What follows belongs to an exercise in optimizing a design on an open flow for small area and few clock cycles; a production flow would make more cautious choices.
Function was checked by simulation only, so behaviour that the tests miss may differ from the original.
No driver is modelled on the clock port, so clock power and skew are understated where the tree is cut down; a real chip needs a root buffer or a tree.

==> flow/design.v (excerpt) <==
module vlsu_load_top #(
  parameter int unsigned NrLanes   = vlsu_pkg::NrLanesDef,
  parameter int unsigned MetaDepth = 2,
  parameter int unsigned LaneDepth = 4
) (
  input  logic                       clk_i,
  input  logic                       rst_ni,
  input  logic                       axi_r_valid_i,
  output logic                       axi_r_ready_o,
  input  logic [32:0]                axi_r_i,
  input  logic                       txn_valid_i,
  output logic                       txn_ready_o,
  input  logic [16:0]                txn_i,
  input  logic                       meta_valid_i,
  output logic                       meta_ready_o,
  input  logic [9:0]                 meta_i,
  output logic                       wb_valid_o,
  input  logic                       wb_ready_i,
  output logic [23:0]                wb_o,
  output logic [$clog2(NrLanes)-1:0] wb_lane_o
);
  ...
==> module vlsu_load_top, before the edit <==
module vlsu_load_top #(
  parameter int unsigned NrLanes   = vlsu_pkg::NrLanesDef,
  parameter int unsigned MetaDepth = 2,
  parameter int unsigned LaneDepth = 4
) (
  input  logic                       clk_i,
  input  logic                       rst_ni,
  input  logic                       axi_r_valid_i,
  output logic                       axi_r_ready_o,
  input  logic [32:0]                axi_r_i,
  input  logic                       txn_valid_i,
  output logic                       txn_ready_o,
  input  logic [16:0]                txn_i,
  input  logic                       meta_valid_i,
  output logic                       meta_ready_o,
  input  logic [9:0]                 meta_i,
  output logic                       wb_valid_o,
  input  logic                       wb_ready_i,
  output logic [23:0]                wb_o,
  output logic [$clog2(NrLanes)-1:0] wb_lane_o
);
  vlsu_pkg::axi_r_t    axi_r;
  vlsu_pkg::txn_ctrl_t txn;
  vlsu_pkg::meta_t     meta;
  assign axi_r = axi_r_i;
  assign txn   = txn_i;
  assign meta  = meta_i;
  logic       busy_q;           
  logic [3:0] ptr_q;            
  logic       first_q;          
  logic [3:0] row_q;            
  logic [2:0] idx_q;            
  logic [2:0][3:0] buf_q;       
  logic [3:0] start_ptr, ptr, row;
  logic [1:0] lo, f, lane;
  logic       mid, active;
  assign start_ptr = meta.vstart[3:0] << meta.sew;
  assign active    = meta_valid_i;
  assign ptr       = busy_q ? ptr_q : start_ptr;
  assign lo        = (busy_q && !first_q) ? 2'd0 : start_ptr[1:0];
  assign row       = busy_q ? row_q : 4'd0;
  assign mid       = busy_q && (idx_q != 3'd0);
  assign f         = ptr[1:0];
  assign lane      = ptr[3:2];
  logic [2:0] lower, idx, s;
  logic [3:0] upper, t;
  logic [3:0] d;
  logic       final_beat, close, beat_v;
  assign beat_v     = axi_r_valid_i && active;
  assign final_beat = txn.is_final && axi_r.last;
  assign lower      = txn.is_head ? txn.head_nb : 3'd0;
  assign upper      = axi_r.last ? txn.lb_nb : 4'd8;
  assign idx        = mid ? idx_q : lower;
  assign t          = {1'b0, idx} + {2'b0, ~f} + 4'd1;
  assign d          = upper - t;
  assign close      = !d[3];
  assign s          = t[2:0] + 3'd4;
  logic [7:0][3:0] bnib;
  logic [3:0][3:0] rot;
  assign bnib = axi_r.data;
  logic [7:0][3:0] r1, r2;
  always_comb begin
    for (int unsigned i = 0; i < 8; i++) begin
      r1[i]  = s[0] ? bnib[(i + 1) % 8] : bnib[i];
    end
    for (int unsigned i = 0; i < 8; i++) begin
      r2[i]  = s[1] ? r1[(i + 2) % 8] : r1[i];
    end
    for (int unsigned i = 0; i < 4; i++) begin
      rot[i] = s[2] ? r2[i + 4] : r2[i];
    end
  end
  logic [2:0][3:0] buf_in;
  always_comb begin
    for (int unsigned p = 0; p < 3; p++) begin
      buf_in[p] = (s[2] ^ close) ? r2[p + 4] : r2[p];
    end
  end
  logic [3:0][3:0] out_nb;
  logic [3:0]      be;
  always_comb begin
    for (int unsigned i = 0; i < 4; i++) begin
      out_nb[i] = (i < 3 && i < 32'(f)) ? buf_q[i % 3] : rot[i];
      be[i]     = (i >= 32'(lo)) && (close || (i < 32'(d[1:0])));
    end
  end
  logic wr, do_step, take, done, stash;
  assign wr      = beat_v && (close || final_beat);
  assign do_step = beat_v && (!wr || wb_ready_i);
  assign stash   = close && !final_beat && (d[3:2] == 2'b00);
  assign take    = do_step && (close ? (stash || d == 4'd0) : 1'b1);
  assign done    = take && final_beat;
  assign meta_ready_o  = done;
  assign axi_r_ready_o = take;
  assign txn_ready_o   = take;
  assign wb_valid_o = wr;
  assign wb_o       = {out_nb, be, row};
  assign wb_lane_o  = lane;
  always_ff @(posedge clk_i or negedge rst_ni) begin
    if (!rst_ni) begin
      busy_q <= 1'b0;
    end else begin
      busy_q <= (busy_q || do_step) && !done;
    end
  end
  always_ff @(posedge clk_i) begin
    ptr_q <= ptr;
    first_q <= !busy_q || first_q;
    row_q <= row;
    if (do_step) begin
      ptr_q[1:0] <= (close && !stash) ? 2'd0 : d[1:0];
      if (close) begin
        ptr_q[3:2] <= lane + 2'd1;
        first_q    <= 1'b0;
        row_q      <= (lane == 2'd3) ? row + 4'd1 : row;
      end
    end
    if (do_step) begin
      idx_q <= take ? 3'd0 : t[2:0];
      for (int unsigned p = 0; p < 3; p++) begin
        if (close || p >= 32'(f)) begin
          buf_q[p] <= buf_in[p];
        end
      end
    end
  end
endmodule
export LEC_CHECK = 0
export CAP_MARGIN = 20
export CORE_MARGIN = 2
export CORE_UTILIZATION = 60
export GPL_TIMING_DRIVEN = 0
export PLACE_DENSITY = 0.8
export SLEW_MARGIN = 20
create_clock -name core_clock -period 10.0 [get_ports {clk_i}]
standard.sh (not shown) runs the stock make flow with config.mk's settings and CLKGATE_MAP_FILE= SYNTH_SCRIPT=/design/flow/synth_recipe.tcl, a recipe that flattens the netlist after the stock synthesis.
==> flow/flow/run.sh <==
#!/bin/bash
# Standard ORFS layout with four changes: ABC maps the logic with its
# area-oriented mapper (flow/abc_area.script in place of abc_speed.script),
# the port buffers are made of the smallest buffer cell, and the clock is
# distributed by a single buf_12 at the centre of the registers
# (flow/one_clkbuf.tcl, run as the PRE_CTS_TCL hook) instead of a tree;
# after global routing, cells with spare slack are downsized (RECOVER_POWER).
set -euo pipefail
rm -rf scripts_abc
cp -r "$FLOW_HOME/scripts" scripts_abc
cp flow/abc_area.script scripts_abc/abc_speed.script
bash standard.sh SCRIPTS_DIR="$PWD/scripts_abc" \
  BUFFER_PORTS_ARGS="-buffer_cell sky130_fd_sc_hd__buf_1" \
  PRE_CTS_TCL="$PWD/flow/one_clkbuf.tcl" ONE_CLKBUF_CELL=sky130_fd_sc_hd__buf_12 RECOVER_POWER=100 \
  finish > standard_flow.log 2>&1
==> flow/flow/abc_area.script <==
strash
dch
amap
strash
dch
amap
==> flow/flow/one_clkbuf.tcl <==
# Pre-CTS hook: the design has few registers, so one clock buffer placed at
# the centre of the registers drives them all, in place of TritonCTS's tree.
set block [ord::get_db_block]
set dbu [$block getDbUnitsPerMicron]
set clk_net [$block findNet clk_i]
set sx 0
set sy 0
set n 0
foreach it [$clk_net getITerms] {
  lassign [[$it getInst] getLocation] x y
  set sx [expr {$sx + $x}]
  set sy [expr {$sy + $y}]
  incr n
}
set cx [expr {double($sx) / $n / $dbu}]
set cy [expr {double($sy) / $n / $dbu}]
puts "one_clkbuf: $n clock sinks, buffer at ($cx, $cy)"
insert_buffer -buffer_cell $::env(ONE_CLKBUF_CELL) -net clk_i \
  -location [list $cx $cy] -buffer_name clkbuf_root -net_name clknet_root
rename clock_tree_synthesis tritoncts_unused
proc clock_tree_synthesis { args } {
  puts "one_clkbuf: clock tree is the single root buffer"
  set_propagated_clock [all_clocks]
}
Testbench counts at the start, summed over its fixed seeds: cycles 14,178.
Rerun with:
--- a/flow/design.v
+++ b/flow/design.v
@@ -389,6 +389,7 @@
   logic       busy_q;           
   logic [3:0] ptr_q;            
-  logic       first_q;          
+  logic [1:0] lo_q;             
   logic [3:0] row_q;            
+  logic       mid_q;            
   logic [2:0] idx_q;            
   logic [2:0][3:0] buf_q;       
@@ -397,14 +398,14 @@
   logic       mid, active;
   assign start_ptr = meta.vstart[3:0] << meta.sew;
-  assign active    = meta_valid_i;
+  assign active    = busy_q || meta_valid_i;
   assign ptr       = busy_q ? ptr_q : start_ptr;
-  assign lo        = (busy_q && !first_q) ? 2'd0 : start_ptr[1:0];
+  assign lo        = busy_q ? lo_q  : start_ptr[1:0];
   assign row       = busy_q ? row_q : 4'd0;
-  assign mid       = busy_q && (idx_q != 3'd0);
+  assign mid       = busy_q && mid_q;
   assign f         = ptr[1:0];
   assign lane      = ptr[3:2];
+  assign meta_ready_o = !busy_q;
   logic [2:0] lower, idx, s;
-  logic [3:0] upper, t;
-  logic [3:0] d;
+  logic [3:0] upper, t, d;
   logic       final_beat, close, beat_v;
   assign beat_v     = axi_r_valid_i && active;
@@ -452,5 +453,4 @@
   assign take    = do_step && (close ? (stash || d == 4'd0) : 1'b1);
   assign done    = take && final_beat;
-  assign meta_ready_o  = done;
   assign axi_r_ready_o = take;
   assign txn_ready_o   = take;
@@ -462,21 +462,22 @@
       busy_q <= 1'b0;
     end else begin
-      busy_q <= (busy_q || do_step) && !done;
+      busy_q <= active && !done;
     end
   end
   always_ff @(posedge clk_i) begin
     ptr_q <= ptr;
-    first_q <= !busy_q || first_q;
+    lo_q  <= lo;
     row_q <= row;
+    mid_q <= mid;
     if (do_step) begin
       ptr_q[1:0] <= (close && !stash) ? 2'd0 : d[1:0];
+      mid_q      <= !take;
       if (close) begin
-        ptr_q[3:2] <= lane + 2'd1;
-        first_q    <= 1'b0;
-        row_q      <= (lane == 2'd3) ? row + 4'd1 : row;
+        {row_q, ptr_q[3:2]} <= {row, lane} + 6'd1;
+        lo_q <= 2'd0;
       end
     end
     if (do_step) begin
-      idx_q <= take ? 3'd0 : t[2:0];
+      idx_q <= t[2:0];
       for (int unsigned p = 0; p < 3; p++) begin
         if (close || p >= 32'(f)) begin
What happened: Via count rose by 0.45%; wire length shrinks by 1.9%; sequential share of layout area grows by 1.1 points; die area climbs by 1.2%; setup slack degrades by 89 ps; fmax fell by 0.96%; global-route usage goes down by 0.29 points; clock skew is about the same; core utilization rose by 0.79 points.
Testbench counts after the change, summed over its fixed seeds: cycles 14,178.
No run of this note takes its clock network from TritonCTS; it comes from the design's own scripts or RTL.

[what the ideal ports hide]
No port has a modelled driver above. Below, the same layouts with a new extraction and two added sets of constraints. Step 1: set_driving_cell puts a clkbuf_16 on clk_i and a buf_2 on each other input, an assumption about the parent block. Step 2 times the ports against the registers' clock, not the clock port: input delays grow and output delays shrink by t, the midpoint of the rising clock arrivals with the driver on. a / b / c = no drivers / after step 1 / after step 2; a / b = the first two.
run	t (ns)	slack for setup (ns)	latest minus earliest clock arrival (ns)
the first run	0.169	0.726 / 0.703 / 0.703	0.003 / 0.003
the second run	0.170	0.637 / 0.614 / 0.614	0.005 / 0.005
After both steps setup and hold are still met in every run listed.
